This design comes from an exercise in tuning for small area, a short achievable clock period and few clock cycles per item on the open sky130 flow, not from production work. Where RTL was checked, it was by simulation tests only, not by an equivalence proof against the original. Only the layout flow was run in runs 2 to 5; the RTL was not checked for function there. No activity file was given, so power comes from the tool's default toggle rates.

==> flow/design.v <==
`default_nettype none
package pss_pkg;
  localparam int DEF_MAX_PROCS = 8;
  localparam int REQ_W   = 2;
  localparam int ARR_W   = 16;
  localparam int BURST_W = 12;
  localparam int PRIO_W  = 8;
  localparam int TIME_W  = 17;
  localparam int STAT_W  = 2;
  localparam int IDX_W   = 3;
  localparam int MODE_W  = 3;
  localparam int QNT_W   = 12;
  localparam int CFG_W   = 1;
  localparam int CFG_D_W = 12;
  localparam logic [TIME_W-1:0] TIME_LIMIT = 17'h1FFFF;
  localparam logic [PRIO_W-1:0] PRIO_MIN   = 8'h80;
  localparam logic [REQ_W-1:0] REQ_LOAD  = 2'd0;
  localparam logic [REQ_W-1:0] REQ_STEP  = 2'd1;
  localparam logic [REQ_W-1:0] REQ_CLEAR = 2'd2;
  localparam logic [STAT_W-1:0] ST_SLICE = 2'd0;
  localparam logic [STAT_W-1:0] ST_OK    = 2'd1;
  localparam logic [STAT_W-1:0] ST_FULL  = 2'd2;
  localparam logic [STAT_W-1:0] ST_DONE  = 2'd3;
  localparam logic [MODE_W-1:0] MODE_FCFS  = 3'd0;
  localparam logic [MODE_W-1:0] MODE_SJF   = 3'd1;
  localparam logic [MODE_W-1:0] MODE_SRTF  = 3'd2;
  localparam logic [MODE_W-1:0] MODE_RR    = 3'd3;
  localparam logic [MODE_W-1:0] MODE_SPRIO = 3'd4;
  localparam logic [MODE_W-1:0] MODE_DPRIO = 3'd5;
  localparam logic [CFG_W-1:0] REG_MODE    = 1'd0;
  localparam logic [CFG_W-1:0] REG_QUANTUM = 1'd1;
  typedef struct packed {
    logic accept;
    logic load;
    logic clear;
    logic none_left;
    logic scan_start;
    logic scan1;
    logic decide;
    logic scan2;
    logic update;
  } pss_cmd_t;
  typedef struct packed {
    logic [REQ_W-1:0] req_type;
    logic             empty;
    logic             last;
    logic             any_left;
  } pss_stat_t;
endpackage
`default_nettype wire
`default_nettype none
module process_slice_scheduler #(
  parameter int MAX_PROCS = pss_pkg::DEF_MAX_PROCS
) (
  input  wire logic                        clk,
  input  wire logic                        rst,
  input  wire logic                        req_valid,
  output logic                             req_ready,
  input  wire logic [pss_pkg::REQ_W-1:0]   req_type,
  input  wire logic [pss_pkg::ARR_W-1:0]   req_arrival,
  input  wire logic [pss_pkg::BURST_W-1:0] req_burst,
  input  wire logic [pss_pkg::PRIO_W-1:0]  req_priority,
  output logic                             res_valid,
  input  wire logic                        res_ready,
  output logic [pss_pkg::STAT_W-1:0]       res_status,
  output logic [pss_pkg::IDX_W-1:0]        res_proc_index,
  output logic [pss_pkg::TIME_W-1:0]       res_start_time,
  output logic [pss_pkg::TIME_W-1:0]       res_end_time,
  output logic                             res_completed,
  output logic [pss_pkg::TIME_W-1:0]       res_turnaround,
  output logic [pss_pkg::TIME_W-1:0]       res_waiting,
  input  wire logic                        cfg_valid,
  output logic                             cfg_ready,
  input  wire logic [pss_pkg::CFG_W-1:0]   cfg_index,
  input  wire logic [pss_pkg::CFG_D_W-1:0] cfg_data
);
  localparam int N  = 8;
  localparam int TW = 17;
  logic [15:0] arr  [N];
  logic [11:0] bur  [N];
  logic [11:0] rem  [N];
  logic [7:0]  prio [N];
  logic [16:0] rq   [N];
  logic [N-1:0] live;           
  logic [N*N-1:0] a_le;         
  logic [N*N-1:0] a_ge;         
  logic [3:0]  count;
  logic [16:0] now;
  logic        k_rem, k_rr, k_prio, preempt, dprio;
  logic [11:0] q;               
  logic        o_valid;
  logic [1:0]  o_status;
  logic [2:0]  o_idx;
  logic [16:0] o_start;
  logic        o_comp;
  logic fire;
  assign req_ready = !o_valid || res_ready;
  assign fire      = req_valid && req_ready && !rst;
  assign cfg_ready = 1'b1;
  wire is_load  = (req_type == pss_pkg::REQ_LOAD);
  wire is_step  = (req_type == pss_pkg::REQ_STEP);
  wire is_clear = (req_type == pss_pkg::REQ_CLEAR);
  logic [N-1:0] le_now, is_e, cand, wf, wg, w;
  logic [16:0]  key [N];
  logic         anyle, anylive, generic;
  logic [15:0]  earliest;
  logic [16:0]  now_eff;
  logic [11:0]  rem_w;
  logic [7:0]   prio_w;
  logic [2:0]   idx_w;
  logic         gt, pre;
  logic [11:0]  run;
  logic [17:0]  sum;
  logic [16:0]  end_t;
  logic [15:0]  arr_m  [N];
  logic [11:0]  rem_m  [N];
  logic [7:0]   prio_m [N];
  logic [2:0]   idx_m  [N];
  logic [N-1:0] a_lt_new, a_eq_new;
  wire do_load = fire && is_load && !count[3];
  wire do_step = fire && is_step && anylive;
  genvar i, j;
  for (i = 0; i < N; i++) begin : g_ent
    logic [N-1:0] e_ok, g_ok;
    assign le_now[i] = ({1'b0, arr[i]} <= now);
    assign key[i] = k_rr   ? rq[i] :
                    k_rem  ? {5'd0, rem[i]} :
                    k_prio ? {9'd0, prio[i] ^ 8'h7F} : 17'd0;
    assign a_lt_new[i] = arr[i] < req_arrival;
    assign a_eq_new[i] = arr[i] == req_arrival;
    for (j = 0; j < N; j++) begin : g_pair
      if (j < i) begin : g_lo
        assign e_ok[j] = !live[j] | a_ge[j*N+i];
        assign g_ok[j] = !cand[j] | (key[i] < key[j]);
      end else if (j > i) begin : g_hi
        assign e_ok[j] = !live[j] | a_le[i*N+j];
        assign g_ok[j] = !cand[j] | (key[i] <= key[j]);
        always_ff @(posedge clk) begin
          if (do_load && count[2:0] == 3'(j)) begin
            a_le[i*N+j] <= a_lt_new[i] | a_eq_new[i];
            a_ge[i*N+j] <= !a_lt_new[i];
          end
        end
      end else begin : g_eq
        assign e_ok[j] = 1'b1;
        assign g_ok[j] = 1'b1;
      end
    end
    assign is_e[i] = live[i] & (&e_ok);
    assign cand[i] = live[i] & (le_now[i] | is_e[i]);
    assign wg[i]   = cand[i] & (&g_ok);
    if (i == 0) begin : g_f0
      assign wf[i] = is_e[i];
    end else begin : g_fn
      assign wf[i] = is_e[i] & ~(|is_e[i-1:0]);
    end
    assign w[i] = generic ? wg[i] : wf[i];
    assign arr_m[i]  = is_e[i] ? arr[i] : 16'd0;
    assign rem_m[i]  = w[i] ? rem[i]  : 12'd0;
    assign prio_m[i] = w[i] ? prio[i] : 8'd0;
    assign idx_m[i]  = w[i] ? 3'(i)   : 3'd0;
  end
  assign generic = k_rr | k_rem | k_prio;
  assign anylive = |live;
  assign anyle   = |(live & le_now);
  assign earliest = arr_m[0] | arr_m[1] | arr_m[2] | arr_m[3] | arr_m[4] | arr_m[5] | arr_m[6] | arr_m[7];
  assign rem_w    = rem_m[0] | rem_m[1] | rem_m[2] | rem_m[3] | rem_m[4] | rem_m[5] | rem_m[6] | rem_m[7];
  assign prio_w   = prio_m[0] | prio_m[1] | prio_m[2] | prio_m[3] | prio_m[4] | prio_m[5] | prio_m[6] | prio_m[7];
  assign idx_w    = idx_m[0] | idx_m[1] | idx_m[2] | idx_m[3] | idx_m[4] | idx_m[5] | idx_m[6] | idx_m[7];
  assign now_eff  = anyle ? now : {1'b0, earliest};
  assign gt    = rem_w > q;
  assign pre   = preempt & gt;
  assign run   = pre ? q : rem_w;
  assign sum   = {1'b0, now_eff} + {6'd0, run};
  assign end_t = sum[17] ? 17'h1FFFF : sum[16:0];
  always_ff @(posedge clk) begin
    for (int k = 0; k < N; k++) begin
      if (do_load && count[2:0] == 3'(k)) begin
        arr[k]  <= req_arrival;
        bur[k]  <= req_burst;
        rem[k]  <= req_burst;
        prio[k] <= req_priority;
        rq[k]   <= {1'b0, req_arrival};
      end
      if (do_step && w[k]) begin
        rem[k] <= rem_w - q;
        if (pre && k_rr) rq[k] <= end_t;
        if (pre && dprio && prio_w != 8'h80) prio[k] <= prio_w - 8'd1;
      end
    end
  end
  always_ff @(posedge clk) begin
    if (rst) begin
      live    <= '0;
      count   <= '0;
      now     <= '0;
      k_rem   <= 1'b0;
      k_rr    <= 1'b0;
      k_prio  <= 1'b0;
      preempt <= 1'b0;
      dprio   <= 1'b0;
      q       <= 12'd1;
      o_valid <= 1'b0;
    end else begin
      if (cfg_valid) begin
        if (cfg_index == pss_pkg::REG_MODE) begin
          k_rem   <= cfg_data[2:0] == 3'd1 || cfg_data[2:0] == 3'd2;
          k_rr    <= cfg_data[2:0] == 3'd3;
          k_prio  <= cfg_data[2:0] == 3'd4 || cfg_data[2:0] == 3'd5;
          preempt <= cfg_data[2:0] == 3'd2 || cfg_data[2:0] == 3'd3 || cfg_data[2:0] == 3'd5;
          dprio   <= cfg_data[2:0] == 3'd5;
        end else begin
          q <= (cfg_data == '0) ? 12'd1 : cfg_data;
        end
      end
      if (res_ready) o_valid <= 1'b0;
      if (fire && req_type != 2'd3) begin
        o_valid  <= 1'b1;
        o_idx    <= '0;
        o_start  <= '0;
        o_comp   <= 1'b0;
        if (is_load) begin
          o_status <= count[3] ? pss_pkg::ST_FULL : pss_pkg::ST_OK;
          if (!count[3]) begin
            live[count[2:0]] <= 1'b1;
            count <= count + 4'd1;
          end
        end else if (is_clear) begin
          o_status <= pss_pkg::ST_OK;
          live  <= '0;
          count <= '0;
          now   <= '0;
        end else if (!anylive) begin
          o_status <= pss_pkg::ST_DONE;
        end else begin
          o_status <= pss_pkg::ST_SLICE;
          o_idx    <= idx_w;
          o_start  <= now_eff;
          o_comp   <= !pre;
          now      <= end_t;
          if (!pre) live <= live & ~w;
        end
      end
    end
  end
  logic [15:0] arr_o;
  logic [11:0] bur_o;
  logic [16:0] ta;
  always_comb begin
    arr_o = arr[o_idx];
    bur_o = bur[o_idx];
    ta    = now - {1'b0, arr_o};
  end
  assign res_valid      = o_valid;
  assign res_status     = o_status;
  assign res_proc_index = o_idx;
  assign res_start_time = o_start;
  assign res_end_time   = (o_status == pss_pkg::ST_SLICE) ? now : '0;
  assign res_completed  = o_comp;
  assign res_turnaround = o_comp ? ta : '0;
  assign res_waiting    = (o_comp && ta > {5'd0, bur_o}) ? ta - {5'd0, bur_o} : '0;
endmodule
`default_nettype wire
==> flow/config.mk <==
export PLATFORM = sky130hd
export DESIGN_NAME = process_slice_scheduler
export DESIGN_NICKNAME = process_slice_scheduler
export VERILOG_FILES = /design/flow/design.v
export SDC_FILE = /design/flow/constraint.sdc
export NUM_CORES = 4
export LEC_CHECK = 0
export CAP_MARGIN = 20
export CORE_MARGIN = 2
export CORE_UTILIZATION = 40
export SLEW_MARGIN = 20
==> flow/run.sh <==
#!/bin/bash
# synth_recipe.tcl (not shown) runs the flow's synth.tcl, then flattens the netlist and writes it again
# the make line also repeats each setting of config.mk as NAME=value (left out here)
make -C /OpenROAD-flow-scripts/flow DESIGN_CONFIG=/design/flow/config.mk WORK_HOME=/design/flow/orfs CLKGATE_MAP_FILE= SYNTH_SCRIPT=/design/flow/synth_recipe.tcl finish
==> flow/constraint.sdc <==
create_clock -name core_clock -period 11.0 [get_ports {clk}]
set_input_delay 2.2000 -clock core_clock [delete_from_list [all_inputs] [get_ports {clk}]]
set_output_delay 2.2000 -clock core_clock [all_outputs]
set_load 0.01 [all_outputs]
==> summary.txt, run 1 <==
* Synth-to-layout area growth at 15.3%
* Initial DRC count at 6138
* Total die area at 125000 sq um
* CP most frequent cell: o21ai_0
* GPL Wtd Cong at 1.04
* Worst slew pin tran at 1.15 ns
* Outcome: no timing/DRC/antenna violations
* DP Wirelength at 177000 microns
* Share of the synthesized area in the top cell type at 0.245
* Async S/R FF share, synth at 0
* Pleak at 23.5 nW
* Die X at 354 microns
* Post-synth EDFFs at 399
* Insertion delay to the later sink of the worst-skew pair at 0.67 ns
* Crit path launch type: register
* Maximum number of pins on one net before global-route repair at 97
* Critical path class: reg -> reg
* First-pass GRT wire length at 322000 microns
* Vias in the first global route at 42100
* WL/cell at 32.6 microns
* Post-synth top flop: edfxtp_1
* Post-DR vias/cell at 6.44
* Vias at 45600
* Post-route ant nets at 0
* Mapped cell area at 48900 sq um
* Crit path time final at 10.48 ns
* WHS at 0.454 ns
* Yosys cell types at 102
* Setup TNS at 0 ns
* CP Max Fanout at 25
* Placed instance area at 53600 sq um
* Slowest stage cell, crit path: nor2_1
* Relative slew slack at 0.233
* MaxCap Viol Count at 0
* Final hold viol count at 0
* Worst VDD drop at 120 uV
* Clock-pin slew on the worst setup and hold paths at 0.06 ns
* Vert. Die Dim at 354 microns
* Cts bufs inserted at 73
* Syn Inst Count at 5146
* IO buf count at 131
* Clk_skew at 0.0409 ns
* # rows at 128
* Core area at 122000 sq um
* CTS tree: yes
* Worst Setup End Kind: register
* Final WL at 231000 microns
* Layout Cells excl Fill at 7083
* GR Util All Layers at 0.358
* Clock root buffer: clkbuf_16
* Area leader, netlist: edfxtp_1
* Clk buf depth at 3
* Path category of the worst min-delay check: reg -> reg
* Num ports at 133
* Starting Density at 0.403
* Final Cell Area at 56400 sq um
* Leading cell type in the layout, fill and taps excluded: ha_1
* Crit path DAT at 11.04 ns
* Area contributors post-synth: edfxtp_1 (24%), ha_1 (20%), dfxtp_1 (10%), a21oi_1 (4.2%), mux2i_1 (3.7%)
* Layout cells sized above 1 at 0.111
* Synthesis Warnings at 11
* Seq cells post-synth at 646
* Nets@finish at 6219
* DRC errors left at 0
* H-Tree Depth at 3
* Core occupancy in the finished layout at 0.464
* Placed Cells at 6933
* CP required at 11.57 ns
* Initial antenna violation count at 9
* Final Setup Violations at 0
* Period Utilization, post-route at 0.952
* Post-CTS Hold Fix Bufs at 0
* Filler cells at 11500
* First-pass detailed-route iteration total at 8
* Sequential area share after synthesis at 0.346
* Clk sinks at 646
* Synth Area per Inst at 9.51 sq um
* Peak Freq at 95.4 MHz
* Pwr/cell area at 112 nW/um^2
* Final Max Tran Viols at 0
* CP max stage delay at 0.60 ns
* Most frequent cells in the layout: ha_1 (767), a21oi_1 (407), edfxtp_1 (399), nand2_1 (391), nor2_1 (337)
* GRT overflow at 0
[power by group]
group	internal (mW)	switching (mW)	leakage, nW	total (mW)
Combinational	0.387	0.653	16.6	1.04
Clock	1.49	1.14	1.24	2.63
Sequential	2.61	0.0499	5.61	2.66
[worst max-delay path: cells and delay by family (launching register included)]
family / cells / cell delay [ns]
DFF: 1 / 0.45
and+or+nand+nor: 10 / 2.13
adders and majority gates: 3 / 0.78
buffers and inverters: 9 / 1.66
AOI/OAI and AO/OA: 28 / 5.36
[area by class of cell]
cell class,count,area [sq um],area share
diodes,6,15.0,0.000266
clock buffers,93,2020,0.0358
clock inverters,42,548,0.00971
inverters,253,951,0.0168
multi-input cells,4020,30500,0.540
flip-flops and latches,646,16900,0.300
well taps,1625,2030,0.0360
repair buffers,398,3450,0.0611
[registers in the layout, indices dropped and copies added, names as in the netlist, 2 cells and up]
register	flops
bur	96
count	4
prio	64
o_idx	3
now	17
live	8
rq	136
o_start	17
a_ge	28
rem	96
arr	128
q	12
o_status	2
a_le	28
[cell usage after synthesis (10+ instances only)]
master,n
a211oi_1,126
a21boi_0,17
a21o_1,99
a21oi_1,413
a221o_1,17
a221oi_1,36
a22o_1,48
a22oi_1,114
a2bb2oi_1,13
a31oi_1,20
and2_1,43
and3_1,26
and4_1,14
buf_1,31
buf_2,12
clkbuf_1,178
dfxtp_1,247
edfxtp_1,399
ha_1,767
inv_1,251
mux2_2,90
mux2i_1,182
mux4_2,21
nand2_1,395
nand2b_1,65
nand3_1,129
nand4_1,127
nor2_1,347
nor2b_1,98
nor3_1,75
nor4_1,22
o2111ai_1,17
o211ai_1,15
o21a_1,38
o21ai_0,293
o21bai_1,23
o221ai_1,19
o22ai_1,56
o31ai_1,18
or3_1,16
xnor2_1,42
xor2_1,10
[what timing repair did]
action                                 4_1_cts  5_1_grt
buffers inserted                             0        8
resized for setup                            0       38
setup endpoints to repair                    0      153
endpoints found under the hold margin        0        0
[metal layers]
| metal | up-vias | wire [microns] | GRT usage |
|---|---|---|---|
| li1 | 20100 | - | - |
| met1 | 22200 | 95000 | 0.486 |
| met2 | 2716 | 98300 | 0.536 |
| met3 | 623 | 25000 | 0.0854 |
| met4 | 6 | 12800 | 0.164 |
| met5 | - | 52 | 0 |
[worst paths after layout]
check / from / end / slack [ns] / cells past startpoint
min: q[8] / q[8] / 0.45 / 2
max: k_rem / rq[2][11] / 0.52 / 50
max reg2reg: k_rem / rq[2][11] / 0.52 / 50
min reg2reg: q[8] / q[8] / 0.45 / 2
[through the flow]
stage	power (mW)	worst slack [ns]
final	6.33	0.523
after global routing	6.51	-0.0854
after CTS	6.30	0.142
after detailed placement	3.69	0.245
after global placement	3.69	0.320
after floorplan	3.26	0.284
[cells by family after synthesis]
group / Yosys count / synth area share
AO/OA/AOI/OAI: 1486 / 0.200
XOR/XNOR: 52 / 0.00931
adder cells (fa/ha/maj): 774 / 0.198
buffers and inverters: 480 / 0.0378
flip-flops: 646 / 0.346
multiplexers: 293 / 0.0676
other: 1 / 0.0000766
AND/OR/NAND/NOR: 1414 / 0.141
Testbench counts, summed over its fixed seeds: cycles 8,560, requests 8,496.
==> run 2, diff against run 1 <==
--- a/flow/design.v
+++ b/flow/design.v
@@ -76,4 +76,48 @@
 );
-  localparam int N  = 8;
-  localparam int TW = 17;
+  localparam int N = 8;
+  function automatic logic [1:0] cmp(input logic [16:0] a, input logic [16:0] b);
+    logic [31:0] l, g;
+    l = '0;
+    g = '0;
+    l[16:0] = ~a & b;
+    g[16:0] = a & ~b;
+    for (int s = 1; s < 32; s = s * 2) begin
+      for (int k = 0; k + s < 32; k = k + 2 * s) begin
+        l[k] = l[k + s] | (~g[k + s] & l[k]);
+        g[k] = g[k + s] | (~l[k + s] & g[k]);
+      end
+    end
+    cmp = {g[0], l[0]};
+  endfunction
+  function automatic logic lt(input logic [16:0] a, input logic [16:0] b);
+    logic [1:0] r;
+    r = cmp(a, b);
+    lt = r[0];
+  endfunction
+  function automatic logic gt(input logic [16:0] a, input logic [16:0] b);
+    logic [1:0] r;
+    r = cmp(a, b);
+    gt = r[1];
+  endfunction
+  function automatic logic [18:0] add(input logic [17:0] a, input logic [17:0] b,
+                                      input logic cin);
+    logic [17:0] p, g, gg, pp;
+    logic [18:0] c;
+    p  = a ^ b;
+    g  = a & b;
+    gg = g;
+    pp = p;
+    gg[0] = g[0] | (p[0] & cin);
+    for (int s = 1; s < 18; s = s * 2) begin
+      for (int k = 0; k < 18; k++) begin
+        if ((k / s) % 2 == 1) begin
+          gg[k] = gg[k] | (pp[k] & gg[(k / s) * s - 1]);
+          pp[k] = pp[k] & pp[(k / s) * s - 1];
+        end
+      end
+    end
+    c[0] = cin;
+    for (int k = 0; k < 18; k++) c[k + 1] = gg[k];
+    add = {c[18], p ^ c[17:0]};
+  endfunction
   logic [15:0] arr  [N];
@@ -83,5 +127,5 @@
   logic [16:0] rq   [N];
-  logic [N-1:0] live;           
-  logic [N*N-1:0] a_le;         
-  logic [N*N-1:0] a_ge;         
+  logic [N-1:0] live;             
+  logic [N*N-1:0] a_le;           
+  logic [N*N-1:0] a_ge;           
   logic [3:0]  count;
@@ -89,3 +133,3 @@
   logic        k_rem, k_rr, k_prio, preempt, dprio;
-  logic [11:0] q;               
+  logic [11:0] q;                 
   logic        o_valid;
@@ -110,4 +154,4 @@
   logic [2:0]   idx_w;
-  logic         gt, pre;
-  logic [11:0]  run;
+  logic         gtq, pre;
+  logic [18:0]  sum_r, sum_q, rem_d;
   logic [17:0]  sum;
@@ -118,3 +162,3 @@
   logic [2:0]   idx_m  [N];
-  logic [N-1:0] a_lt_new, a_eq_new;
+  logic [1:0]   a_cmp_new [N];
   wire do_load = fire && is_load && !count[3];
@@ -124,3 +168,3 @@
     logic [N-1:0] e_ok, g_ok;
-    assign le_now[i] = ({1'b0, arr[i]} <= now);
+    assign le_now[i] = !gt({1'b0, arr[i]}, now);
     assign key[i] = k_rr   ? rq[i] :
@@ -128,4 +172,3 @@
                     k_prio ? {9'd0, prio[i] ^ 8'h7F} : 17'd0;
-    assign a_lt_new[i] = arr[i] < req_arrival;
-    assign a_eq_new[i] = arr[i] == req_arrival;
+    assign a_cmp_new[i] = cmp({1'b0, arr[i]}, {1'b0, req_arrival});
     for (j = 0; j < N; j++) begin : g_pair
@@ -133,10 +176,10 @@
         assign e_ok[j] = !live[j] | a_ge[j*N+i];
-        assign g_ok[j] = !cand[j] | (key[i] < key[j]);
+        assign g_ok[j] = !cand[j] | lt(key[i], key[j]);
       end else if (j > i) begin : g_hi
         assign e_ok[j] = !live[j] | a_le[i*N+j];
-        assign g_ok[j] = !cand[j] | (key[i] <= key[j]);
+        assign g_ok[j] = !cand[j] | !gt(key[i], key[j]);
         always_ff @(posedge clk) begin
           if (do_load && count[2:0] == 3'(j)) begin
-            a_le[i*N+j] <= a_lt_new[i] | a_eq_new[i];
-            a_ge[i*N+j] <= !a_lt_new[i];
+            a_le[i*N+j] <= !a_cmp_new[i][1];
+            a_ge[i*N+j] <= !a_cmp_new[i][0];
           end
@@ -162,5 +205,5 @@
   end
-  assign generic = k_rr | k_rem | k_prio;
-  assign anylive = |live;
-  assign anyle   = |(live & le_now);
+  assign generic  = k_rr | k_rem | k_prio;
+  assign anylive  = |live;
+  assign anyle    = |(live & le_now);
   assign earliest = arr_m[0] | arr_m[1] | arr_m[2] | arr_m[3] | arr_m[4] | arr_m[5] | arr_m[6] | arr_m[7];
@@ -170,7 +213,9 @@
   assign now_eff  = anyle ? now : {1'b0, earliest};
-  assign gt    = rem_w > q;
-  assign pre   = preempt & gt;
-  assign run   = pre ? q : rem_w;
-  assign sum   = {1'b0, now_eff} + {6'd0, run};
+  assign gtq   = gt({5'd0, rem_w}, {5'd0, q});
+  assign pre   = preempt & gtq;
+  assign sum_r = add({1'b0, now_eff}, {6'd0, rem_w}, 1'b0);
+  assign sum_q = add({1'b0, now_eff}, {6'd0, q}, 1'b0);
+  assign sum   = pre ? sum_q[17:0] : sum_r[17:0];
   assign end_t = sum[17] ? 17'h1FFFF : sum[16:0];
+  assign rem_d = add({6'd0, rem_w}, {6'd0, ~q}, 1'b1);
   always_ff @(posedge clk) begin
@@ -185,3 +230,3 @@
       if (do_step && w[k]) begin
-        rem[k] <= rem_w - q;
+        rem[k] <= rem_d[11:0];
         if (pre && k_rr) rq[k] <= end_t;
@@ -245,9 +290,14 @@
   end
-  logic [15:0] arr_o;
-  logic [11:0] bur_o;
-  logic [16:0] ta;
+  logic [17:0] arr_o, bur_o, now_o, cs_s, cs_c;
+  logic [18:0] ta_s, wt_s;
+  logic        wt_positive;
   always_comb begin
-    arr_o = arr[o_idx];
-    bur_o = bur[o_idx];
-    ta    = now - {1'b0, arr_o};
+    now_o = {1'b0, now};
+    arr_o = {2'd0, arr[o_idx]};
+    bur_o = {6'd0, bur[o_idx]};
+    ta_s  = add(now_o, ~arr_o, 1'b1);
+    cs_s  = now_o ^ ~arr_o ^ ~bur_o;
+    cs_c  = (now_o & ~arr_o) | (now_o & ~bur_o) | (~arr_o & ~bur_o);
+    wt_s  = add(cs_s, {cs_c[16:0], 1'b1}, 1'b1);
+    wt_positive = !wt_s[17];
   end
@@ -259,4 +309,4 @@
   assign res_completed  = o_comp;
-  assign res_turnaround = o_comp ? ta : '0;
-  assign res_waiting    = (o_comp && ta > {5'd0, bur_o}) ? ta - {5'd0, bur_o} : '0;
+  assign res_turnaround = o_comp ? ta_s[16:0] : '0;
+  assign res_waiting    = (o_comp && wt_positive) ? wt_s[16:0] : '0;
 endmodule
==> run 2 against run 1 <==
  * Worst setup slack improved by 0.19 ns
  * First-iteration DRC count grew 34%
  * Clock-buffer cell count is 14 higher
  * Fmax grew 1.8%
  * Synthesized cell count grew 10%
  * Synthesized area up 1.0%
  * Critical path depth fell by 24
  * Clock power barely moved
  * Sequential share of layout area is 0.73 points higher
  * Power is 0.43% lower
  * Die area rose by 1.0%
==> summary.txt, run 2 <==
* CP most frequent cell: o21ai_0
* Starting Density at 0.405 (+0.00201)
* Worst VDD drop at 108 uV (-10%)
* Maximum number of pins on one net before global-route repair at 71 (-27%)
* IO buf count at 131 (unchanged)
* Crit path buffers/inverters at 3 (-6)
* DRC errors left at 0 (unchanged)
* Sequential area share after synthesis at 0.342 (-0.00352)
* Area contributors post-synth: edfxtp_1 (24%), dfxtp_1 (10%), mux2i_1 (4.5%), maj3_1 (4.2%), o21ai_0 (4.1%)
* Count leader, synth: nand2_1
* Core area at 122000 sq um (+0.53%)
* WL/cell at 33.3 microns (+1.9%)
* Vias at 50000 (+9.6%)
* Synth-to-layout area growth at 11.5%
* Number of flip-flops in the largest register at 136 (unchanged)
* Crit path time final at 10.29 ns (-0.189 ns)
* Crit path DAT at 8.09 ns (-2.95 ns)
* Worst slew pin tran at 1.26 ns (+0.105 ns)
* Post-synth EDFFs at 399 (unchanged)
* GR Util All Layers at 0.372 (+0.0148)
* # rows at 128 (unchanged)
* RSZ-0062 raised after global routing: false
* Setup TNS at 0 ns (unchanged)
* Total die area at 126000 sq um (+1.0%)
* CP max stage delay at 0.56 ns (-0.04 ns)
* Clk buf depth at 3 (unchanged)
* Setup Fix Bufs, Post-CTS at 0 (unchanged)
* Nets@finish at 5832 (-6.2%)
* Worst setup endpoint: res_waiting[15]
* Pleak at 21.1 nW (-10%)
* CP required at 8.80 ns (-2.77 ns)
* Final Cell Area at 55100 sq um (-2.4%)
* Vias in the first global route at 45200 (+7.4%)
* Placed Cells at 7200 (+3.9%)
* Reg2reg start: k_prio
* Num ports at 133 (unchanged)
* Placed instance area at 52600 sq um (-2.0%)
* Clk sinks at 646 (unchanged)
* Die X at 356 microns (+0.51%)
* Area leader, netlist: edfxtp_1
* Peak Freq at 97.2 MHz (+1.8%)
* Most frequent cells in the layout: nand2_1 (493), o21ai_0 (408), a21oi_1 (405), edfxtp_1 (399), nor2_1 (317)
* Crit path depth at 26 (-48%)
* Post-DR vias/cell at 6.81 (+5.8%)
* Layout Cells excl Fill at 7338 (+3.6%)
* Initial antenna violation count at 10 (+1)
* Largest regs: rq (136), arr (128)
* Pwr/cell area at 114 nW/um^2 (+2.0%)
* Post-route ant nets at 0 (unchanged)
* Worst Setup End Kind: primary output
* Clock-pin slew on the worst setup and hold paths at 0.06 ns (about the same)
* Seq cells post-synth at 646 (unchanged)
* GRT overflow at 0 (unchanged)
* Worst reg-to-reg path cell count at 32 (-36%)
* Path category of the worst min-delay check: reg -> reg
* Post-CTS Resized at 0 (unchanged)
* First-pass detailed-route iteration total at 7 (-1)
* Reg-to-reg endpoint: now[7]
* Post-CTS Hold Fix Bufs at 0 (unchanged)
* Syn Inst Count at 5674 (+10%)
* Clock root buffer: clkbuf_16
* First-pass GRT wire length at 343000 microns (+6.6%)
* Final Setup Violations at 0 (unchanged)
* Leading cell type in the layout, fill and taps excluded: nand2_1
* MaxCap Viol Count at 0 (unchanged)
* Final Max Tran Viols at 0 (unchanged)
* Final WL at 244000 microns (+5.6%)
* Clk_skew at 0.0639 ns (+0.0230 ns)
* Relative slew slack at 0.158 (-0.0744)
* Period Utilization, post-route at 0.935 (-0.0172)
* DP Wirelength at 185000 microns (+4.7%)
* CTS tree: yes
* Crit path launch type: register
* Largest reg by FF count: rq
* Synthesis Warnings at 12 (+1)
* Hold Crit Depth at 2 (unchanged)
* Setup crit start: o_idx[0]
* Antenna Cells at 0 (-6)
* Share of the synthesized area in the top cell type at 0.242 (-0.00249)
* CP Max Fanout at 13 (-48%)
* Final hold viol count at 0 (unchanged)
* Critical path class: reg -> out
* Post-synth top flop: edfxtp_1
* Mapped cell area at 49400 sq um (+1.0%)
* Commonest cells post-synth: nand2_1 (498), o21ai_0 (409), a21oi_1 (407), edfxtp_1 (399), nor2_1 (324)
* GPL Wtd Cong at 1.06 (+2.2%)
* Outcome: no timing/DRC/antenna violations
* CP delay by family, top: compound AO/OA/AOI/OAI gates
* Async S/R FF share, synth at 0 (unchanged)
* R2r setup slk at 0.77 ns (+0.25 ns)
* Synth Area per Inst at 8.71 sq um (-8.4%)
* H-Tree Depth at 3 (unchanged)
* Initial DRC count at 8198 (+34%)
* Yosys cell types at 108 (+5.9%)
* Layout cells sized above 1 at 0.0938 (-0.0171)
* Slowest stage cell, crit path: fa_1
* Cts bufs inserted at 74 (+1.4%)
* Insertion delay to the later sink of the worst-skew pair at 0.69 ns (+0.02 ns)
* Vert. Die Dim at 356 microns (+0.51%)
## run 2: cell count changes after synthesis, sizes merged, moves of 64 or more
cell / previous run / this run
a31oi: 20 / 84
maj3: 3 / 208
nand4: 128 / 16
a22oi: 114 / 196
o22ai: 56 / 197
nor2b: 98 / 179
ha: 767 / 91
buf: 49 / 128
nand2: 395 / 507
o21ai: 296 / 422
nand2b: 65 / 153
clkbuf: 178 / 296
a211oi: 128 / 59
## run 2: worst reg2reg max path: cells and delay by family (launching register included)
| kind | cells | cell delay, ns |
|---|---|---|
| flip-flops | 1 | 0.90 |
| AND/OR/NAND/NOR | 7 | 1.80 |
| AO/OA/AOI/OAI | 20 | 5.94 |
| adder cells (fa/ha/maj) | 2 | 0.67 |
| buffers and inverters | 3 | 0.73 |
## run 2: worst min path at each step
stage | from | end | slack [ns]
after floorplan | rq[2][4] | rq[2][4] | 0.45
after global placement | rq[0][16] | rq[0][16] | 0.46
after detailed placement | rq[2][4] | rq[2][4] | 0.46
after CTS | rq[2][7] | rq[2][7] | 0.48
after global routing | rq[2][7] | rq[2][7] | 0.50
final | rq[2][7] | rq[2][7] | 0.48
## run 2: through the flow
step                       util  power (mW)  hold slack [ns]  setup WS (ns)
after floorplan               -        3.30            0.452           2.49
after global placement    0.430        3.70            0.459           1.26
after detailed placement  0.430        3.70            0.464           1.31
after CTS                 0.451        6.27            0.478          0.601
after global routing      0.451        6.47            0.504        0.00283
final                     0.451        6.31            0.483          0.712
## run 2: layout make-up
cell class	instances	area (sq um)
flip-flops and latches	646	16900
multi-input cells	4327	29800
inverters	277	1040
clock inverters	29	429
fillers	11900	67100
well taps	1625	2030
repair buffers	327	2820
clock buffers	107	2110
## run 2: kinds of logic after synthesis
| logic type | share of synthesized area |
|---|---|
| adder cells (fa/ha/maj) | 0.0782 |
| multiplexers | 0.0734 |
| XOR/XNOR | 0.00656 |
| buffers and inverters | 0.0592 |
| AND/OR/NAND/NOR | 0.163 |
| AO/OA/AOI/OAI | 0.277 |
| other | 0.0000759 |
| flip-flops | 0.342 |
## run 2: routing by layer
metal / up-vias / wire length [microns] / global-route usage
li1: 21500 / - / -
met2: 3506 / 101000 / 0.540
met5: - / 23 / 0
met1: 24400 / 100000 / 0.523
met4: 4 / 11900 / 0.148
met3: 573 / 31000 / 0.0992
## run 2: where the power goes
| group | switching [mW] | internal, mW | total (mW) |
|---|---|---|---|
| clock | 1.11 | 1.49 | 2.60 |
| sequential | 0.0756 | 2.61 | 2.69 |
| combinational | 0.665 | 0.350 | 1.02 |
==> run 3, diff against run 2 <==
--- a/flow/design.v
+++ b/flow/design.v
@@ -166,4 +166,25 @@
   genvar i, j;
+  logic        t1_v [4];
+  logic [16:0] t1_k [4];
+  logic [0:0]  t1_i [4];
+  logic        t2_v [2];
+  logic [16:0] t2_k [2];
+  logic [1:0]  t2_i [2];
+  logic [2:0]  t3_i;
+  for (i = 0; i < 4; i++) begin : g_t1
+    wire s = cand[2*i+1] & (!cand[2*i] | lt(key[2*i+1], key[2*i]));
+    assign t1_v[i] = cand[2*i] | cand[2*i+1];
+    assign t1_k[i] = s ? key[2*i+1] : key[2*i];
+    assign t1_i[i] = s;
+  end
+  for (i = 0; i < 2; i++) begin : g_t2
+    wire s = t1_v[2*i+1] & (!t1_v[2*i] | lt(t1_k[2*i+1], t1_k[2*i]));
+    assign t2_v[i] = t1_v[2*i] | t1_v[2*i+1];
+    assign t2_k[i] = s ? t1_k[2*i+1] : t1_k[2*i];
+    assign t2_i[i] = s ? {1'b1, t1_i[2*i+1]} : {1'b0, t1_i[2*i]};
+  end
+  wire t3_s = t2_v[1] & (!t2_v[0] | lt(t2_k[1], t2_k[0]));
+  assign t3_i = t3_s ? {1'b1, t2_i[1]} : {1'b0, t2_i[0]};
   for (i = 0; i < N; i++) begin : g_ent
-    logic [N-1:0] e_ok, g_ok;
+    logic [N-1:0] e_ok;
     assign le_now[i] = !gt({1'b0, arr[i]}, now);
@@ -176,6 +197,4 @@
         assign e_ok[j] = !live[j] | a_ge[j*N+i];
-        assign g_ok[j] = !cand[j] | lt(key[i], key[j]);
       end else if (j > i) begin : g_hi
         assign e_ok[j] = !live[j] | a_le[i*N+j];
-        assign g_ok[j] = !cand[j] | !gt(key[i], key[j]);
         always_ff @(posedge clk) begin
@@ -188,3 +207,2 @@
         assign e_ok[j] = 1'b1;
-        assign g_ok[j] = 1'b1;
       end
@@ -193,3 +211,3 @@
     assign cand[i] = live[i] & (le_now[i] | is_e[i]);
-    assign wg[i]   = cand[i] & (&g_ok);
+    assign wg[i]   = (t3_i == 3'(i));
     if (i == 0) begin : g_f0
==> run 3 against run 2 <==
  * Still clean
  * Sequential power hardly changed
  * Sequential share of layout area rose by 0.82 points
  * Synthesized cell count decreased by 20%
  * Synthesized area shrank 15%
  * Via count is 18% lower
  * First-iteration DRC count is 25% lower
  * Routed wire length decreased by 23%
  * Global-route usage decreased by 3.2 points
  * Clock power up 3%
  * Clock-buffer cell count shrank 1
  * Combinational power decreased by 13%
  * Non-clock buffer count up 504
  * Critical endpoint is now now[10]
  * Highest routed layer unchanged
==> summary.txt, run 3 <==
* Yosys cell types at 98 (-9.3%)
* Vert. Die Dim at 328 microns (-7.7%)
* Met1 Use GR at 0.489 (-0.0339)
* WL/cell at 28.7 microns (-14%)
* Final WL at 189000 microns (-23%)
* Post-synthesis simple-gate area fraction at 0.156 (-0.00715)
* Main combinational cell family by area after synthesis: compound AO/OA/AOI/OAI gates
* Path category of the worst min-delay check: reg -> reg
* Num ports at 133 (unchanged)
* Switching part of the total at 0.273 (-0.0205)
* Most frequent cells in the layout: buf_4 (627), nand2_1 (403), edfxtp_1 (399), a21oi_1 (339), nor2_1 (264)
* Area leader, netlist: edfxtp_1
* Final Setup Violations at 0 (unchanged)
* Cts bufs inserted at 76 (+2.7%)
* Crit path time final at 10.59 ns (+0.299 ns)
* Outcome: no timing/DRC/antenna violations
* Combinational Power Share at 0.142 (-0.019)
* Synth Area per Inst at 9.32 sq um (+6.9%)
* Layout Cells excl Fill at 6584 (-10%)
* Pwr/cell area at 116 nW/um^2 (+1.1%)
* Core area at 104000 sq um (-15%)
* Initial DRC count at 6157 (-25%)
* Synth Area in Compound Gates at 0.220 (-0.0570)
* Relative slew slack at 0.235 (+0.0767)
* Starting Density at 0.405 (about the same)
* Period Utilization, post-route at 0.962 (+0.0272)
* Seq cells post-synth at 646 (unchanged)
* Maximum number of pins on one net before global-route repair at 71 (unchanged)
* CP max stage delay at 0.46 ns (-0.10 ns)
* Syn Inst Count at 4514 (-20%)
* Slowest stage cell, crit path: nor3b_1
* Post-synth top flop: edfxtp_1
* Post-route ant nets at 0 (unchanged)
* Total die area at 108000 sq um (-15%)
* DRC errors left at 0 (unchanged)
* CP Max Fanout at 27 (+14)
* Crit path DAT at 11.12 ns (+3.03 ns)
* Worst Setup End Kind: register
* Die X at 328 microns (-7.7%)
* Leading cell type in the layout, fill and taps excluded: buf_4
* CTS tree: yes
* Worst slew pin tran at 1.14 ns (-0.111 ns)
* Number of flip-flops in the largest register at 136 (unchanged)
* Commonest cells post-synth: nand2_1 (404), edfxtp_1 (399), a21oi_1 (352), nor2_1 (275), o21ai_0 (251)
* Clk sinks at 646 (unchanged)
* Setup TNS at 0 ns (unchanged)
* First-pass GRT wire length at 268000 microns (-22%)
* First-pass detailed-route iteration total at 10 (+3)
* Clock root buffer: clkbuf_16
* Pleak at 21.3 nW (+0.97%)
* Area occupied by multi-input gates at 24200 sq um (-19%)
* GRT overflow at 0 (unchanged)
* GPL Wtd Cong at 1.04 (-1.8%)
* Filler cells at 9653 (-19%)
* Vias in the first global route at 37800 (-16%)
* Adder-cell area share of the yosys netlist at 0.0700 (-0.00812)
* MaxCap Viol Count at 0 (unchanged)
* Layout cells sized above 1 at 0.233 (+0.139)
* Synth-to-layout area growth at 27.7%
* CP required at 11.53 ns (+2.73 ns)
* Final Max Tran Viols at 0 (unchanged)
* Initial antenna violation count at 11 (+1)
* Reg power frac at 0.428 (+0.002)
* Crit path launch type: register
* Pint at 4.52 mW (+1.4%)
* Largest regs: rq (136), arr (128)
* Register area at 16900 sq um (about the same)
* GR Util met2 at 0.492 (-0.0480)
* Insertion delay to the later sink of the worst-skew pair at 0.68 ns (about the same)
* Post-DR vias/cell at 6.25 (-8.2%)
* NetSw at 1.70 mW (-8.4%)
* Clk buf depth at 3 (unchanged)
* Share of the synthesized area in the top cell type at 0.285 (+0.0426)
* Mapped cell area at 42100 sq um (-15%)
* Final hold viol count at 0 (unchanged)
* Clock-pin slew on the worst setup and hold paths at 0.06 ns (about the same)
* Synthesis Warnings at 18 (+6)
* Critical path class: reg -> reg
* Mux contribution to synthesized area at 0.0921 (+0.0186)
* Gr busiest metal: met2
* Peak Freq at 94.5 MHz (-2.8%)
* Async S/R FF share, synth at 0 (unchanged)
* Sequential area share after synthesis at 0.403 (+0.0601)
* Met3 Use GR at 0.0891 (-0.0101)
* Post-Synth XOR/XNOR Area at 0.00937 (+0.00282)
* Nets@finish at 5318 (-8.8%)
* Vias at 41200 (-18%)
* Area contributors post-synth: edfxtp_1 (28%), dfxtp_1 (12%), mux2i_1 (5.0%), a21oi_1 (4.2%), nand2_1 (3.6%)
* GR Util All Layers at 0.340 (-0.0320)
* Post-synth EDFFs at 399 (unchanged)
* H-Tree Depth at 3 (unchanged)
* Clk_skew at 0.0299 ns (-0.0340 ns)
* WHS at 0.481 ns (-0.00271 ns)
* CP most frequent cell: buf_4
* Placed Cells at 6391 (-11%)
* Count leader, synth: nand2_1
* Largest reg by FF count: rq
* IO buf count at 131 (unchanged)
* Worst VDD drop at 120 uV (+12%)
* # rows at 118 (-7.8%)
* DP Wirelength at 143000 microns (-23%)
* Clock Power Share at 0.430 (+0.017)
## run 3: cell families after synthesis
group | Yosys count
adders and majority gates | 239
other | 1
xor gates and xnor gates | 45
muxes | 341
AOI/OAI and AO/OA | 1395
buffers and inverters | 526
and+or+nand+nor | 1321
DFF | 646
## run 3: power by group through the flow
stage          Sequential, mW  Combinational [mW]  Clock [mW]
2_1_floorplan            2.68               0.448           0
3_3_place_gp             2.70               0.799           0
3_5_place_dp             2.70               0.805           0
4_1_cts                  2.65               0.815        2.69
5_1_grt                  2.66               0.940        2.77
6_report                 2.66               0.883        2.67
## run 3: what timing repair did
action	CTS	global route
buffers inserted	2	45
pin swaps	6	67
gates cloned	0	6
hold buffers	0	0
setup endpoints to repair	199	252
resized for setup	35	223
## run 3: final timing paths
path	from	to	slack [ns]	cells past startpoint
max reg2reg	k_rem	now[10]	0.41	52
max	k_rem	now[10]	0.41	52
min	rq[5][16]	rq[5][16]	0.48	2
min reg2reg	rq[5][16]	rq[5][16]	0.48	2
## run 3: worst max-delay path: cells and delay by family (launching register included)
| family | cells | cell delay [ns] |
|---|---|---|
| AO/OA/AOI/OAI | 22 | 4.39 |
| adder cells (fa/ha/maj) | 2 | 0.71 |
| buffers and inverters | 8 | 1.35 |
| flip-flops | 1 | 0.41 |
| multiplexers | 1 | 0.29 |
| AND/OR/NAND/NOR | 19 | 3.23 |
## run 3: cell type report
type | count | area share
Timing Repair Buffer | 831 | 0.137
Sequential cell | 646 | 0.315
Inverter | 242 | 0.0169
Multi-Input combinational cell | 3342 | 0.450
Clock buffer | 106 | 0.0398
Tap cell | 1380 | 0.0322
Antenna cell | 3 | 0.000140
Clock inverter | 34 | 0.00892
## run 3: routing by layer
layer / vias up / wire length, microns / share of wire
met5: - / 90 / 0.00048
met4: 14 / 7940 / 0.042
met3: 409 / 22500 / 0.12
met2: 2559 / 77700 / 0.41
met1: 20100 / 80900 / 0.43
li1: 18100 / - / -
## run 3: stage by stage
step | setup slack (ns) | instance area, sq um | utilization | power, mW
after floorplan | 0.581 | 42100 | - | 3.13
after global placement | -0.577 | 49400 | 0.475 | 3.50
after detailed placement | -0.709 | 49400 | 0.475 | 3.51
after CTS | 0.0178 | 52200 | 0.502 | 6.16
after global routing | -0.0875 | 53700 | 0.517 | 6.37
final | 0.413 | 53700 | 0.517 | 6.21
==> run 4, diff against run 3 <==
--- a/flow/design.v
+++ b/flow/design.v
@@ -51,2 +51,74 @@
 `default_nettype none
+module pss_add #(
+  parameter int WA = 17,
+  parameter int WB = 17
+) (
+  input  wire logic [WA-1:0] a,
+  input  wire logic [WB-1:0] b,
+  input  wire logic          cin,
+  output logic [WA:0]        s
+);
+  logic [WA-1:0] bb, p, g, gg, pp;
+  logic [WA:0]   c;
+  always_comb begin
+    bb = '0;
+    bb[WB-1:0] = b;
+    p  = a ^ bb;
+    g  = a & bb;
+    gg = g;
+    pp = p;
+    gg[0] = g[0] | (p[0] & cin);
+    for (int st = 1; st < WA; st = st * 2) begin
+      for (int k = 0; k < WA; k++) begin
+        if ((k / st) % 2 == 1) begin
+          gg[k] = gg[k] | (pp[k] & gg[(k / st) * st - 1]);
+          pp[k] = pp[k] & pp[(k / st) * st - 1];
+        end
+      end
+    end
+    c[0] = cin;
+    for (int k = 0; k < WA; k++) c[k + 1] = gg[k];
+    s = {c[WA], p ^ c[WA-1:0]};
+  end
+endmodule
+module pss_cmp #(
+  parameter int W = 17
+) (
+  input  wire logic [W-1:0] a,
+  input  wire logic [W-1:0] b,
+  output logic              lt,
+  output logic              gt
+);
+  logic [31:0] l, g;
+  always_comb begin
+    l = '0;
+    g = '0;
+    l[W-1:0] = ~a & b;
+    g[W-1:0] = a & ~b;
+    for (int st = 1; st < 32; st = st * 2) begin
+      for (int k = 0; k + st < 32; k = k + 2 * st) begin
+        l[k] = l[k + st] | (~g[k + st] & l[k]);
+        g[k] = g[k + st] | (~l[k + st] & g[k]);
+      end
+    end
+    lt = l[0];
+    gt = g[0];
+  end
+endmodule
+module pss_result (
+  input  wire logic [16:0] now,
+  input  wire logic [15:0] arr_o,
+  input  wire logic [11:0] bur_o,
+  input  wire logic        comp,
+  output logic [16:0]      ta,
+  output logic [16:0]      wt
+);
+  logic [17:0] ta_s, wt_s;
+  pss_add #(.WA(17), .WB(17)) u_ta (.a(now), .b(~{1'b0, arr_o}), .cin(1'b1), .s(ta_s));
+  pss_add #(.WA(17), .WB(17)) u_wt (.a(ta_s[16:0]), .b(~{5'd0, bur_o}), .cin(1'b1), .s(wt_s));
+  assign ta = comp ? ta_s[16:0] : '0;
+  assign wt = (comp && wt_s[17]) ? wt_s[16:0] : '0;
+endmodule
+`default_nettype wire
+`default_nettype none
 module process_slice_scheduler #(
@@ -166,25 +238,4 @@
   genvar i, j;
-  logic        t1_v [4];
-  logic [16:0] t1_k [4];
-  logic [0:0]  t1_i [4];
-  logic        t2_v [2];
-  logic [16:0] t2_k [2];
-  logic [1:0]  t2_i [2];
-  logic [2:0]  t3_i;
-  for (i = 0; i < 4; i++) begin : g_t1
-    wire s = cand[2*i+1] & (!cand[2*i] | lt(key[2*i+1], key[2*i]));
-    assign t1_v[i] = cand[2*i] | cand[2*i+1];
-    assign t1_k[i] = s ? key[2*i+1] : key[2*i];
-    assign t1_i[i] = s;
-  end
-  for (i = 0; i < 2; i++) begin : g_t2
-    wire s = t1_v[2*i+1] & (!t1_v[2*i] | lt(t1_k[2*i+1], t1_k[2*i]));
-    assign t2_v[i] = t1_v[2*i] | t1_v[2*i+1];
-    assign t2_k[i] = s ? t1_k[2*i+1] : t1_k[2*i];
-    assign t2_i[i] = s ? {1'b1, t1_i[2*i+1]} : {1'b0, t1_i[2*i]};
-  end
-  wire t3_s = t2_v[1] & (!t2_v[0] | lt(t2_k[1], t2_k[0]));
-  assign t3_i = t3_s ? {1'b1, t2_i[1]} : {1'b0, t2_i[0]};
   for (i = 0; i < N; i++) begin : g_ent
-    logic [N-1:0] e_ok;
+    logic [N-1:0] e_ok, g_ok;
     assign le_now[i] = !gt({1'b0, arr[i]}, now);
@@ -197,4 +248,6 @@
         assign e_ok[j] = !live[j] | a_ge[j*N+i];
+        assign g_ok[j] = !cand[j] | lt(key[i], key[j]);
       end else if (j > i) begin : g_hi
         assign e_ok[j] = !live[j] | a_le[i*N+j];
+        assign g_ok[j] = !cand[j] | !gt(key[i], key[j]);
         always_ff @(posedge clk) begin
@@ -207,2 +260,3 @@
         assign e_ok[j] = 1'b1;
+        assign g_ok[j] = 1'b1;
       end
@@ -211,3 +265,3 @@
     assign cand[i] = live[i] & (le_now[i] | is_e[i]);
-    assign wg[i]   = (t3_i == 3'(i));
+    assign wg[i]   = cand[i] & (&g_ok);
     if (i == 0) begin : g_f0
@@ -308,15 +362,11 @@
   end
-  logic [17:0] arr_o, bur_o, now_o, cs_s, cs_c;
-  logic [18:0] ta_s, wt_s;
-  logic        wt_positive;
-  always_comb begin
-    now_o = {1'b0, now};
-    arr_o = {2'd0, arr[o_idx]};
-    bur_o = {6'd0, bur[o_idx]};
-    ta_s  = add(now_o, ~arr_o, 1'b1);
-    cs_s  = now_o ^ ~arr_o ^ ~bur_o;
-    cs_c  = (now_o & ~arr_o) | (now_o & ~bur_o) | (~arr_o & ~bur_o);
-    wt_s  = add(cs_s, {cs_c[16:0], 1'b1}, 1'b1);
-    wt_positive = !wt_s[17];
-  end
+  logic [16:0] res_ta, res_wt;
+  pss_result u_res (
+    .now   (now),
+    .arr_o (arr[o_idx]),
+    .bur_o (bur[o_idx]),
+    .comp  (o_comp),
+    .ta    (res_ta),
+    .wt    (res_wt)
+  );
   assign res_valid      = o_valid;
@@ -327,4 +377,4 @@
   assign res_completed  = o_comp;
-  assign res_turnaround = o_comp ? ta_s[16:0] : '0;
-  assign res_waiting    = (o_comp && wt_positive) ? wt_s[16:0] : '0;
+  assign res_turnaround = res_ta;
+  assign res_waiting    = res_wt;
 endmodule
--- a/flow/config.mk
+++ b/flow/config.mk
@@ -11 +11,2 @@
 export SLEW_MARGIN = 20
+export SYNTH_HIERARCHICAL = 1
==> run 4 against run 3 <==
  * Still clean on timing, DRC and antenna
  * Synthesized cell count up 25%
  * Critical path depth shrank 23
  * First-iteration DRC count rose by 43%
  * Combinational power is 13% higher
==> summary.txt, run 4 <==
* Outcome: no timing/DRC/antenna violations
* Starting Density at 0.401 (-0.00310)
* PnR worst setup slack at 0.782 ns (+0.369 ns)
* Placed Cells at 7190 (+13%)
* Critical path class: reg -> out
* Pleak at 20.4 nW (-3.9%)
* Clk buf depth at 3 (unchanged)
* Num ports at 133 (unchanged)
* Synth-to-layout area growth at 11.1%
* First-pass GRT wire length at 345000 microns (+29%)
* Nets@finish at 5796 (+9.0%)
* Crit path time final at 10.22 ns (-0.369 ns)
* Slowest stage cell, crit path: clkdlybuf4s50_1
* # rows at 129 (+9.3%)
* Peak Freq at 97.9 MHz (+3.6%)
* CP Max Fanout at 23 (-15%)
* Layout cells sized above 1 at 0.104 (-0.128)
* H-Tree Depth at 3 (unchanged)
* Worst Setup End Kind: primary output
* Relative slew slack at 0.109 (-0.126)
* Leading cell type in the layout, fill and taps excluded: a21oi_1
* DRC errors left at 0 (unchanged)
* Initial DRC count at 8779 (+43%)
* Maximum number of pins on one net before global-route repair at 84 (+18%)
* Final hold viol count at 0 (unchanged)
* Largest regs: rq (136), arr (128)
* Post-CTS Hold Fix Bufs at 0 (unchanged)
* Mapped cell area at 49500 sq um (+18%)
* Vert. Die Dim at 356 microns (+8.4%)
* Final WL at 247000 microns (+30%)
* WHS at 0.512 ns (+0.0309 ns)
* Core area at 123000 sq um (+19%)
* Final Max Tran Viols at 0 (unchanged)
* Final Setup Violations at 0 (unchanged)
* Pwr/cell area at 114 nW/um^2 (-1.8%)
* GRT overflow at 0 (unchanged)
* Setup crit start: o_idx[1]
* CP most frequent cell: inv_1
* CP max stage delay at 0.54 ns (+0.08 ns)
* Post-CTS Resized at 0 (-100%)
* Reg2reg start: rq[7][15]
* Synthesis Warnings at 30 (+12)
* Placed instance area at 52500 sq um (+6.4%)
* Syn Inst Count at 5663 (+25%)
* Final Cell Area at 55000 sq um (+2.5%)
* Largest reg by FF count: rq
* Cts bufs inserted at 75 (-1.3%)
* DP Wirelength at 183000 microns (+29%)
* Clock-pin slew on the worst setup and hold paths at 0.06 ns (about the same)
* Vias in the first global route at 45300 (+20%)
* Filler cells at 12100 (+25%)
* Insertion delay to the later sink of the worst-skew pair at 0.72 ns (+0.04 ns)
* WL/cell at 33.7 microns (+17%)
* Crit path launch type: register
* Worst slew pin tran at 1.30 ns (+0.158 ns)
* Die X at 356 microns (+8.4%)
* IO buf count at 131 (unchanged)
* CP required at 8.80 ns (-2.73 ns)
* Hold Crit Depth at 2 (unchanged)
* Layout Cells excl Fill at 7328 (+11%)
* Total die area at 127000 sq um (+18%)
* Synth Area per Inst at 8.74 sq um (-6.2%)
* Setup Fix Bufs, Post-CTS at 0 (-2)
* Reg-to-reg endpoint: rq[3][5]
* Hold path start: q[7]
* Setup TNS at 0 ns (unchanged)
* Post-route ant nets at 0 (unchanged)
* Post-DR vias/cell at 6.88 (+10%)
* Number of flip-flops in the largest register at 136 (unchanged)
* Dpl ws at 1.71 ns (+2.42 ns)
* GPL Wtd Cong at 1.08 (+3.1%)
* Area occupied by multi-input gates at 29900 sq um (+24%)
* GR Util All Layers at 0.376 (+0.0355)
* First-pass detailed-route iteration total at 8 (-2)
* Crit path DAT at 8.02 ns (-3.10 ns)
* Initial antenna violation count at 10 (-1)
* CTS tree: yes
* R2r setup slk at 1.26 ns (+0.85 ns)
* MaxCap Viol Count at 0 (unchanged)
* Worst VDD drop at 124 uV (+3.4%)
* Register area at 16900 sq um (about the same)
* Clk_skew at 0.0421 ns (+0.0122 ns)
* RSZ-0062 raised after global routing: false
* Vias at 50400 (+23%)
* Period Utilization, post-route at 0.929 (-0.0336)
* Path category of the worst min-delay check: reg -> reg
* Most frequent cells in the layout: a21oi_1 (445), nand2_1 (425), edfxtp_1 (399), o21ai_0 (393), nor2_1 (312)
* Clk sinks at 646 (unchanged)
* Worst reg-to-reg path cell count at 30 (-42%)
* Clock root buffer: clkbuf_16
* Endpoint, Worst Hold: q[7]
run 4: routing by layer:
layer | routed length, microns | up-vias | global-route usage
li1 | - | 21600 | -
met1 | 101000 | 24400 | 0.528
met2 | 102000 | 3760 | 0.535
met3 | 31500 | 656 | 0.101
met4 | 12500 | 14 | 0.169
met5 | 80 | - | 0
run 4: worst max path at each step:
stage / endpoint / slack, ns / depth (start not counted)
after floorplan: res_waiting[16] / 3.15 / 29
after global placement: res_waiting[5] / 1.70 / 29
after detailed placement: res_waiting[1] / 1.71 / 29
after CTS: res_waiting[1] / 0.95 / 29
after global routing: res_waiting[0] / 0.55 / 29
final: res_waiting[1] / 0.78 / 29
run 4: layout make-up:
class                      instances  share of cell area
timing repair buffer             307              0.0487
tap                             1637              0.0372
inverter                         271              0.0185
sequential                       646               0.308
clock buffer                     101              0.0377
clock inverter                    35             0.00714
multi-input combinational       4330               0.543
antenna                            1           0.0000455
run 4: through the flow:
step                       util  power [mW]
after global placement    0.426        3.67
after CTS                 0.446        6.21
after detailed placement  0.426        3.68
final                     0.446        6.25
after global routing      0.446        6.40
after floorplan               -        3.29
run 4: critical path: cells and delay by family, from the launching register on:
kind | cells | cell delay (ns)
AOI/OAI and AO/OA | 10 | 2.01
adders and majority gates | 5 | 1.59
buffers and inverters | 9 | 1.98
DFF | 1 | 0.36
and+or+nand+nor | 5 | 1.32
run 4: power by group:
group	leakage [nW]	total [mW]	internal (mW)	switching (mW)
combinational	13.6	0.998	0.343	0.654
clock	1.20	2.57	1.44	1.13
sequential	5.61	2.68	2.61	0.0739
total	20.4	6.25	4.39	1.86
==> run 5, diff against run 4 <==
--- a/flow/config.mk
+++ b/flow/config.mk
@@ -10,2 +10,3 @@
 export CORE_UTILIZATION = 40
+export SETUP_SLACK_MARGIN = 2
 export SLEW_MARGIN = 20
==> run 5 against run 4 <==
  * Still clean
  * Critical path type is now reg -> reg
  * Critical path depth grew 3
  * First-iteration DRC count grew 2.8%
  * Register-to-register slack gained 0.79 ns
==> summary.txt, run 5 <==
* Final hold viol count at 0 (unchanged)
* Num ports at 133 (unchanged)
* Setup TNS at 0 ns (unchanged)
* Clock root buffer: clkbuf_16
* Synth Area per Inst at 8.74 sq um (unchanged)
* Crit path launch type: register
* Clk sinks at 646 (unchanged)
* Layout cells sized above 1 at 0.126 (+0.0221)
* IO buf count at 131 (unchanged)
* WL/cell at 34.1 microns (+1.2%)
* Worst slew pin tran at 1.27 ns (-0.0298 ns)
* Endpoint, Worst Hold: q[7]
* First-pass detailed-route iteration total at 14 (+6)
* Worst reg-to-reg path cell count at 32 (+6.7%)
* PnR worst setup slack at 2.05 ns (+1.27 ns)
* Filler cells at 12000 (-0.93%)
* Vias at 51100 (+1.3%)
* Relative slew slack at 0.145 (+0.0358)
* RSZ-0062 raised after global routing: true
* Largest regs: rq (136), arr (128)
* Maximum number of pins on one net before global-route repair at 84 (unchanged)
* CTS tree: yes
* Hold path start: q[7]
* GRT overflow at 0 (unchanged)
* Worst Setup End Kind: register
* Leading cell type in the layout, fill and taps excluded: a21oi_1
* DRC errors left at 0 (unchanged)
* Syn Inst Count at 5663 (unchanged)
* Slowest stage cell, crit path: a22oi_1
* H-Tree Depth at 3 (unchanged)
* DP Wirelength at 183000 microns (unchanged)
* Total die area at 127000 sq um (unchanged)
* Worst VDD drop at 124 uV (-0.19%)
* Register area at 16900 sq um (about the same)
* Crit path DAT at 9.45 ns (+1.43 ns)
* MaxCap Viol Count at 0 (unchanged)
* Reg2reg start: k_rr
* Crit path buffers/inverters at 4 (-5)
* Final WL at 252000 microns (+2.0%)
* Critical path class: reg -> reg
* Initial DRC count at 9029 (+2.8%)
* Path category of the worst min-delay check: reg -> reg
* GPL Wtd Cong at 1.08 (unchanged)
* Nets@finish at 5855 (+1.0%)
* Number of flip-flops in the largest register at 136 (unchanged)
* Final Max Tran Viols at 0 (unchanged)
* Cts bufs inserted at 75 (unchanged)
* Initial antenna violation count at 13 (+3)
* Die X at 356 microns (unchanged)
* Starting Density at 0.401 (unchanged)
* First-pass GRT wire length at 348000 microns (+1.0%)
* Synthesis Warnings at 30 (unchanged)
* Insertion delay to the later sink of the worst-skew pair at 0.72 ns (about the same)
* Clk buf depth at 3 (unchanged)
* Final Setup Violations at 0 (unchanged)
* Core area at 123000 sq um (unchanged)
* Peak Freq at 112 MHz (+14%)
* # rows at 129 (unchanged)
* Reg-to-reg endpoint: rq[4][11]
* Most frequent cells in the layout: a21oi_1 (441), nand2_1 (420), edfxtp_1 (399), o21ai_0 (391), nor2_1 (309)
* CP required at 11.51 ns (+2.71 ns)
* CP Max Fanout at 38 (+65%)
* CP delay by family, top: compound AO/OA/AOI/OAI gates
* Period Utilization, post-route at 0.813 (-0.116)
* Largest reg by FF count: rq
* GR Util All Layers at 0.380 (+0.00442)
* Crit path time final at 8.95 ns (-1.27 ns)
* CP max stage delay at 0.63 ns (+0.09 ns)
* Hold Crit Depth at 2 (unchanged)
* Outcome: no timing/DRC/antenna violations
* Vert. Die Dim at 356 microns (unchanged)
* Dpl ws at 1.71 ns (unchanged)
* Pwr/cell area at 112 nW/um^2 (-1.7%)
* Vias in the first global route at 45600 (+0.54%)
* Synth-to-layout area growth at 13.8%
* Mapped cell area at 49500 sq um (unchanged)
* Post-route ant nets at 0 (unchanged)
* R2r setup slk at 2.05 ns (+0.79 ns)
* Clk_skew at 0.0434 ns (+0.00127 ns)
* Pleak at 21.2 nW (+3.7%)
* Area occupied by multi-input gates at 30300 sq um (+1.4%)
* Post-DR vias/cell at 6.92 (+0.50%)
* Clock-pin slew on the worst setup and hold paths at 0.06 ns (about the same)
[run 5: how the worst max path moves through the flow]
stage	from	end	slack [ns]	depth (start not counted)
floorplan	o_idx[0]	res_waiting[16]	3.15	29
CTS	o_idx[1]	res_waiting[1]	1.98	29
detailed placement	o_idx[1]	res_waiting[1]	1.71	29
global placement	o_idx[1]	res_waiting[5]	1.70	29
finish	k_rr	rq[4][11]	2.05	32
global route	k_rem	rq[4][11]	1.94	33
[run 5: timing repair]
action | 4_1_cts | 5_1_grt
gates resized for setup | 61 | 90
endpoints found under the setup margin | 106 | 165
hold buffers | 0 | 0
pin swaps | 5 | 16
cloned | 8 | 2
buffers inserted | 17 | 33
[run 5: tightest hold or removal path, stage by stage, from the launching register on]
cell	delay, ns
dfxtp_1	0.34
nand2_1	0.07
a21oi_1	0.05
[run 5: stage by stage]
stage          hold WS, ns  area, sq um  instances   util  power (mW)
2_1_floorplan        0.470        49500       5670      -        3.29
3_3_place_gp         0.498        52500       7189  0.426        3.67
3_5_place_dp         0.498        52500       7190  0.426        3.68
4_1_cts              0.508        55600       7351  0.451        6.23
5_1_grt              0.544        56400       7386  0.457        6.45
6_report             0.508        56400       7389  0.457        6.30
[run 5: layer usage]
layer  share of wire  global-route usage
met4           0.058               0.177
met2            0.40               0.537
met3            0.13               0.106
met5         0.00037                   0
met1            0.40               0.533
[run 5: where the power goes]
part	leakage [nW]	internal, mW	switching (mW)
Sequential	5.62	2.61	0.0726
Clock	1.20	1.44	1.13
Combinational	14.4	0.369	0.677
[run 5: final cells by class]
type | count | share of cell area
clock inverter | 35 | 0.00697
antenna | 3 | 0.000133
tap | 1637 | 0.0363
multi-input combinational | 4330 | 0.537
clock buffer | 101 | 0.0368
inverter | 271 | 0.0183
timing repair buffer | 364 | 0.0630
sequential | 646 | 0.301
timing repair inverter | 2 | 0.000266

static timing again, ports no longer ideal:
No port has a modelled driver above. Below, the same layouts with a new extraction and two added sets of constraints. Step 1, drivers: a clkbuf_16 drives clk and a buf_2 each remaining input, both assumed. Step 2 times the ports against the registers' clock, not the clock port: input delays grow and output delays shrink by t, the midpoint of the rising clock arrivals with the driver on. Three values: ideal, step 1, step 2; two values: the first two.
run | t (ns) | setup WS [ns] | latest minus earliest clock arrival (ns)
run 1 | 0.735 | 0.523 / 0.523 / 0.523 | 0.042 / 0.042
run 2 | 0.724 | 0.712 / 0.645 / 0.765 | 0.064 / 0.064
run 3 | 0.735 | 0.413 / 0.413 / 0.413 | 0.030 / 0.030
run 4 | 0.766 | 0.782 / 0.715 / 1.263 | 0.043 / 0.042
run 5 | 0.762 | 2.055 / 2.055 / 2.055 | 0.043 / 0.044
After both steps setup and hold are still met in every run listed.
